This is an optimization exercise on Yosys and OpenROAD, whose aim is small area, a short achievable clock period and few clock cycles per item, not a production implementation. Only simulation tests tie the RTL to the original design; equivalence was not proved.

==> design/flow/design.v <==
package exp_pkg;
  typedef enum logic [1:0] {
    IDLE  = 2'd0,
    MUL_Z = 2'd1,
    MUL_R = 2'd2,
    DONE  = 2'd3
  } exp_state_e;
  function automatic logic signed [63:0] one_f(input integer frac);
    one_f = 64'sd1 << frac;
  endfunction
  function automatic logic signed [63:0] recip_f(input integer k, input integer frac, input integer width);
    logic signed [63:0] r;
    if (k <= 0) begin
      r = 64'sd0;
    end else begin
      r = ((64'sd1 << frac) + k / 2) / k;
      if (width < 64) r = r & ((64'sd1 << width) - 64'sd1);
    end
    recip_f = r;
  endfunction
endpackage
module exp_fx_mul #(
  parameter int WIDTH = 32,
  parameter int FRAC  = 16
) (
  input  logic signed [WIDTH-1:0] a,
  input  logic signed [WIDTH-1:0] b,
  input  logic                    add_one,
  output logic signed [WIDTH-1:0] y
);
  localparam int PW = 2 * WIDTH;
  localparam logic signed [PW-1:0]    UNIT_P = PW'(1);
  localparam logic signed [PW-1:0]    HALF_P = UNIT_P <<< (FRAC - 1);
  localparam logic signed [WIDTH-1:0] ONE_W  = WIDTH'(exp_pkg::one_f(FRAC));
  logic signed [PW-1:0] prod_p;
  assign prod_p = PW'(a) * PW'(b);
  function automatic logic signed [PW-1:0] rnd_f(input logic signed [PW-1:0] p);
    rnd_f = (p + HALF_P) >>> FRAC;
  endfunction
  logic signed [WIDTH-1:0] r_w;
  always_comb begin
    r_w = WIDTH'(rnd_f(prod_p));
    y   = add_one ? r_w + ONE_W : r_w;
  end
endmodule
module exp_taylor_seq #(
  parameter int WIDTH   = 32,
  parameter int FRAC    = 16,
  parameter int N_TERMS = 21
) (
  input  logic                    clk,
  input  logic                    rst_n,
  input  logic                    in_valid,
  output logic                    in_ready,
  input  logic signed [WIDTH-1:0] in_data,
  output logic                    out_valid,
  input  logic                    out_ready,
  output logic signed [WIDTH-1:0] out_data
);
  localparam int KW = $clog2(N_TERMS);
  localparam logic signed [WIDTH-1:0] ONE = WIDTH'(exp_pkg::one_f(FRAC));
  if (N_TERMS < 2) begin : g_bad_terms
    $error("exp_taylor_seq: N_TERMS must be at least 2");
  end
  if (FRAC < 1 || FRAC > WIDTH - 2) begin : g_bad_frac
    $error("exp_taylor_seq: FRAC must lie in 1..WIDTH-2");
  end
  logic signed [WIDTH-1:0] recip_tbl [N_TERMS];
  for (genvar i = 0; i < N_TERMS; i++) begin : g_recip
    assign recip_tbl[i] = WIDTH'(exp_pkg::recip_f(i, FRAC, WIDTH));
  end
  exp_pkg::exp_state_e              state;
  logic signed [WIDTH-1:0] z_q;
  logic signed [WIDTH-1:0] acc;
  logic [KW-1:0]           k;
  logic                    mul_r_sel;
  logic signed [WIDTH-1:0] mul_b;
  logic signed [WIDTH-1:0] mul_y;
  assign in_ready  = rst_n && (state == exp_pkg::IDLE);
  assign mul_r_sel = (state == exp_pkg::MUL_R);
  assign mul_b     = mul_r_sel ? recip_tbl[k] : z_q;
  exp_fx_mul #(
    .WIDTH (WIDTH),
    .FRAC  (FRAC)
  ) u_mul (
    .a       (acc),
    .b       (mul_b),
    .add_one (mul_r_sel),
    .y       (mul_y)
  );
  always_ff @(posedge clk or negedge rst_n) begin
    if (!rst_n) begin
      state     <= exp_pkg::IDLE;
      z_q       <= '0;
      acc       <= '0;
      k         <= '0;
      out_valid <= 1'b0;
      out_data  <= '0;
    end else begin
      unique case (state)
        exp_pkg::IDLE: begin
          if (in_valid) begin
            z_q   <= in_data;
            acc   <= ONE;
            k     <= KW'(N_TERMS - 1);
            state <= exp_pkg::MUL_Z;
          end
        end
        exp_pkg::MUL_Z: begin
          acc   <= mul_y;
          state <= exp_pkg::MUL_R;
        end
        exp_pkg::MUL_R: begin
          acc <= mul_y;
          if (k == KW'(1)) begin
            out_data  <= mul_y;
            out_valid <= 1'b1;
            state     <= exp_pkg::DONE;
          end else begin
            k     <= k - KW'(1);
            state <= exp_pkg::MUL_Z;
          end
        end
        exp_pkg::DONE: begin
          if (out_ready) begin
            out_valid <= 1'b0;
            state     <= exp_pkg::IDLE;
          end
        end
        default: state <= exp_pkg::IDLE;
      endcase
    end
  end
endmodule
==> design/flow/run.sh <==
#!/bin/bash
# synth_recipe.tcl (not shown) runs the flow's synth.tcl, then flattens the netlist and writes it again
# the make line also repeats each setting of config.mk as NAME=value (left out here)
make -C /OpenROAD-flow-scripts/flow DESIGN_CONFIG=/design/flow/config.mk WORK_HOME=/design/flow/orfs CLKGATE_MAP_FILE= SYNTH_SCRIPT=/design/flow/synth_recipe.tcl finish
==> design/flow/config.mk <==
export PLATFORM = sky130hd
export DESIGN_NAME = exp_taylor_seq
export DESIGN_NICKNAME = exp_taylor_seq
export VERILOG_FILES = /design/flow/design.v
export SDC_FILE = /design/flow/constraint.sdc
export NUM_CORES = 4
export LEC_CHECK = 0
export CAP_MARGIN = 20
export CORE_MARGIN = 2
export CORE_UTILIZATION = 40
export SLEW_MARGIN = 20
==> design/flow/constraint.sdc <==
create_clock -name core_clock -period 11.0 [get_ports {clk}]
set_input_delay 2.2000 -clock core_clock [delete_from_list [all_inputs] [get_ports {clk}]]
set_output_delay 2.2000 -clock core_clock [all_outputs]
set_load 0.01 [all_outputs]
==> flow_summary_export.csv <==
group,metric,value,unit
run_status,result_of_the_run,"finished clean",
global_route,grt_start_max_net_pins,72,
final_layout,design.final.nets,4723,
place,dp.cells,4802,
job,timing.max_cap.violations,0,
yosys,netlist_top_cells_area,"sky130_fd_sc_hd__fa_1 (49%), sky130_fd_sc_hd__inv_1 (8.6%), sky130_fd_sc_hd__and2_1 (8.0%), sky130_fd_sc_hd__dfrtp_1 (7.6%), sky130_fd_sc_hd__ha_1 (6.2%)",
drt,viasPerCell,5.11,
yosys,synth.cell_area,34400,sq um
final_layout,final_cell_count_no_fill,4827,
worst_setup_path,worst-setup-path-type,"flop to flop",
clocking,clockBufferDepth,2,
global_route,globalRouteOverflowTotal,0,
clocking,cts.root.buffer_cell,"sky130_fd_sc_hd__clkbuf_16",
die,pin_count,70,
yosys,synthFlopType,"sky130_fd_sc_hd__dfrtp_1",
worst_setup_path,slowest_stage_cell_crit_path,"sky130_fd_sc_hd__or4_4",
place,detail_placement_hpwl,80700,um
place,gp_congestion,0.941,
worst_setup_path,max_stage_delay,0.62,ns
die,dieHeight,297,um
worst_setup_path,critPathMostFrequentCell,"sky130_fd_sc_hd__fa_1",
sta,ratio_of_final_minimum_period_to_clock_period,96.5,%
worst_setup_path,critical_path_required,11.24,ns
worst_setup_path,reg2reg_slack,0.39,ns
worst_setup_path,crit-reg2reg-launch,"k[0]",
worst_setup_path,timing.critical_path.to_type,"flop",
sta,achievable-frequency,94.2,MHz
die,floorplan.initialDensity,40.4,%
yosys,syn-instance-count,3699,
drt,route.vias.total,24700,
global_route,number_of_antenna_violations_at_the_first_check_in_global_routing,1,
final_layout,final_layout_size_suffix_gt1_share,7.22,%
yosys,synth.yosys.seq_area_share,7.56,%
sta,hold_viol_final,0,
global_route,gr-usage-all-layers,22.4,%
sta,max_slew.worst_pin.slew,1.11,ns
yosys,synth-edff-count,0,
yosys,mappedNetlistNets,4744,
yosys,synth.avg_cell_area,9.31,sq um
yosys,yosys_register_bits,104,
worst_setup_path,r2r_path_end,"acc[31]",
yosys,yosys.cell_types.count,75,
drt,totalWireLength,94600,um
yosys,synth-warning-count,3,
sta,layout_min_cycle_time,10.61,ns
final_layout,synthToLayoutAreaGrowth,8.36,%
yosys,synth_top_cell_by_area,"sky130_fd_sc_hd__fa_1",
global_route,first_global_vias,27100,
die,core,85300,sq um
worst_setup_path,top_fanout_value_on_the_critical_path,15,
worst_setup_path,worst-endpoint-arrival,10.85,ns
hold_path,worst_hold_path.endpoint,"out_data[16]",
place,placement.io_buffers,69,
sta,setup_viol,0,
clocking,h-tree-depth,3,
hold_path,timing.hold.worst.class,"flop to flop",
sta,finalClockSkew,0.0154,ns
sta,slew-limit-headroom,25.4,%
sta,hold_slack,0.480,ns
yosys,synth_top_area_share,48.8,%
die,fp.dieArea,88500,sq um
yosys,synthArstFlopShare,100,%
worst_setup_path,cp-start-kind,"flop",
drt,drc,0,
clocking,cts_inserted_buffers,9,
drt,detailedRoute.firstPassIterationCount,5,
drt,drtIter0Drc,1284,
global_route,grt_pass1_wl,154000,um
final_layout,diodes,0,
die,placementRows,107,
die,floorplan.die.width,297,um
clocking,tritoncts_num_sinks,104,
clocking,clkSlewWorstSetupHoldPaths,0.08,ns
drt,drtAntennaViolNets,0,
hold_path,hold_path.startpoint,"out_data[16]",
clocking,insertion_delay,0.37,ns
worst_setup_path,timing.reg2reg.worst_path_depth,38,
clocking,clock_tree_from_tritoncts,"done",
sta,slew_viol_final,0,
drt,post_drt_wl_per_cell,19.6,um
hold_path,hold_path_depth,2,
worst max-delay path: cells and delay by family (launching register included):
family	cells	cell delay (ns)
buffers and inverters	10	1.13
flip-flops	1	0.44
adder cells (fa/ha/maj)	10	4.63
AND/OR/NAND/NOR	11	2.63
AO/OA/AOI/OAI	6	1.45
XOR/XNOR	1	0.19
kinds of logic after synthesis:
logic type	synth area share [%]
muxes	1.85
AOI/OAI and AO/OA	5.04
DFF	7.56
xor gates and xnor gates	2.19
and+or+nand+nor	17.3
adders and majority gates	54.9
buffers and inverters	11.1
worst max-delay path by stage:
stage / from / to / cells after the start
6_report: k[0] / acc[31] / 38
5_1_grt: k[1] / acc[31] / 40
4_1_cts: k[1] / acc[31] / 40
3_5_place_dp: k[1] / acc[31] / 40
3_3_place_gp: k[1] / out_data[31] / 40
2_1_floorplan: k[1] / out_data[31] / 40
sequential cells by signal, summed over array words and instances, names as in the netlist:
register / count
k: 5
acc: 32
out_data: 32
out_valid: 1
state: 2
z_q: 32
cell usage in the layout, fill, tap and decap left out, types with 9 or more instances in the layout:
master                            instances
sky130_fd_sc_hd__fa_1                   838
sky130_fd_sc_hd__inv_1                  792
sky130_fd_sc_hd__nand2_1                512
sky130_fd_sc_hd__and2_1                 438
sky130_fd_sc_hd__ha_1                   165
sky130_fd_sc_hd__buf_4                  118
sky130_fd_sc_hd__dfrtp_1                100
sky130_fd_sc_hd__clkdlybuf4s50_1         68
sky130_fd_sc_hd__xnor2_1                 61
sky130_fd_sc_hd__a21oi_1                 59
sky130_fd_sc_hd__mux2_2                  52
sky130_fd_sc_hd__nor2_1                  41
sky130_fd_sc_hd__o21ai_0                 41
sky130_fd_sc_hd__and3_1                  34
sky130_fd_sc_hd__nand2b_1                25
sky130_fd_sc_hd__xor2_1                  24
sky130_fd_sc_hd__a22o_1                  22
sky130_fd_sc_hd__nand3_1                 20
sky130_fd_sc_hd__nor2b_1                 19
sky130_fd_sc_hd__o21ai_1                 18
sky130_fd_sc_hd__nand4_1                 17
sky130_fd_sc_hd__nor3_1                  15
sky130_fd_sc_hd__a21o_1                  14
sky130_fd_sc_hd__o21bai_1                10
sky130_fd_sc_hd__o22ai_2                  9
sky130_fd_sc_hd__clkbuf_16                9
layer usage:
metal,share of wire [%],track usage [%],vias to the layer above
li1,-,-,10900
met1,38,27.1,13000
met2,52,39.7,584
met3,3.4,1.62,188
met4,6.5,11.8,0
met5,0,0,-
cell usage after synthesis (6+ instances only):
cell type and instances:
sky130_fd_sc_hd__o22ai_1 15, sky130_fd_sc_hd__o21ai_1 17, sky130_fd_sc_hd__a21o_1 14, sky130_fd_sc_hd__o21bai_1 10, sky130_fd_sc_hd__and2_1 438, sky130_fd_sc_hd__and3_1 34
sky130_fd_sc_hd__nand4_1 17, sky130_fd_sc_hd__nor2b_1 28, sky130_fd_sc_hd__and4_1 7, sky130_fd_sc_hd__o21ai_0 45, sky130_fd_sc_hd__a21oi_1 62, sky130_fd_sc_hd__nor3_1 15
sky130_fd_sc_hd__ha_1 170, sky130_fd_sc_hd__inv_1 792, sky130_fd_sc_hd__xnor2_1 62, sky130_fd_sc_hd__nand3_1 20, sky130_fd_sc_hd__a221oi_1 6, sky130_fd_sc_hd__clkbuf_1 213
sky130_fd_sc_hd__nor2_1 43, sky130_fd_sc_hd__nor4_1 7, sky130_fd_sc_hd__o221ai_1 8, sky130_fd_sc_hd__or2_2 7, sky130_fd_sc_hd__dfrtp_1 104, sky130_fd_sc_hd__xor2_1 24
sky130_fd_sc_hd__fa_1 839, sky130_fd_sc_hd__nand2_1 513, sky130_fd_sc_hd__nand2b_1 25, sky130_fd_sc_hd__a22o_1 22, sky130_fd_sc_hd__mux2_2 52
per-stage QoR:
| step | setup slack, ns | utilization [%] | TNS (ns) | cell area, sq um |
|---|---|---|---|---|
| after floorplan | 0.260 | - | 0 | 34400 |
| after global placement | 0.254 | 43.1 | 0 | 36700 |
| after detailed placement | 0.104 | 43.1 | 0 | 36800 |
| after CTS | 0.0881 | 43.5 | 0 | 37100 |
| after global routing | -0.0936 | 43.8 | -0.184 | 37300 |
| final | 0.388 | 43.8 | 0 | 37300 |
final cells by class:
cell class                      instances  area [sq um]
Fill cell                            8403         48000
Multi-Input combinational cell       2579         28300
Inverter                              792          2970
Sequential cell                       104          2610
Timing Repair Buffer                  192          1690
Tap cell                             1144          1430
Clock buffer                            9           225
Clock inverter                          7          77.6
what timing repair did:
action | CTS | global route
hold buffers | 0 | 0
setup buffers | 0 | 7
endpoints found under the setup margin | 0 | 22
resized for setup | 0 | 43
Testbench counts, summed over its fixed seeds: cycles 13,440, items 320.

## port drivers added, routing unchanged
In the flow no input, the clock included, has a driving cell. The finished layout below was timed again as built, in two steps. Step 1 (the two cells are an assumption about what drives the block):
set clk [get_ports {clk}]
set_driving_cell -lib_cell sky130_fd_sc_hd__clkbuf_16 $clk
set_driving_cell -lib_cell sky130_fd_sc_hd__buf_2 [delete_from_list [all_inputs] $clk]
Step 2 moves the port delays by t, midway between the first and last clock arrival at a register: inputs arrive t later, outputs are due t later. That takes back most of the time a late clock gives input paths. Three values: no drivers, after step 1, after step 2; two values: the first two.
t, ns: 0.399
setup slack, ns: 0.388 / 0.388 / 0.388
worst setup path at the end: register to register
After both steps this run still meets setup and hold. The setup slack of this run moves by 0.000 ns with the drivers and by 0.000 ns with both steps.
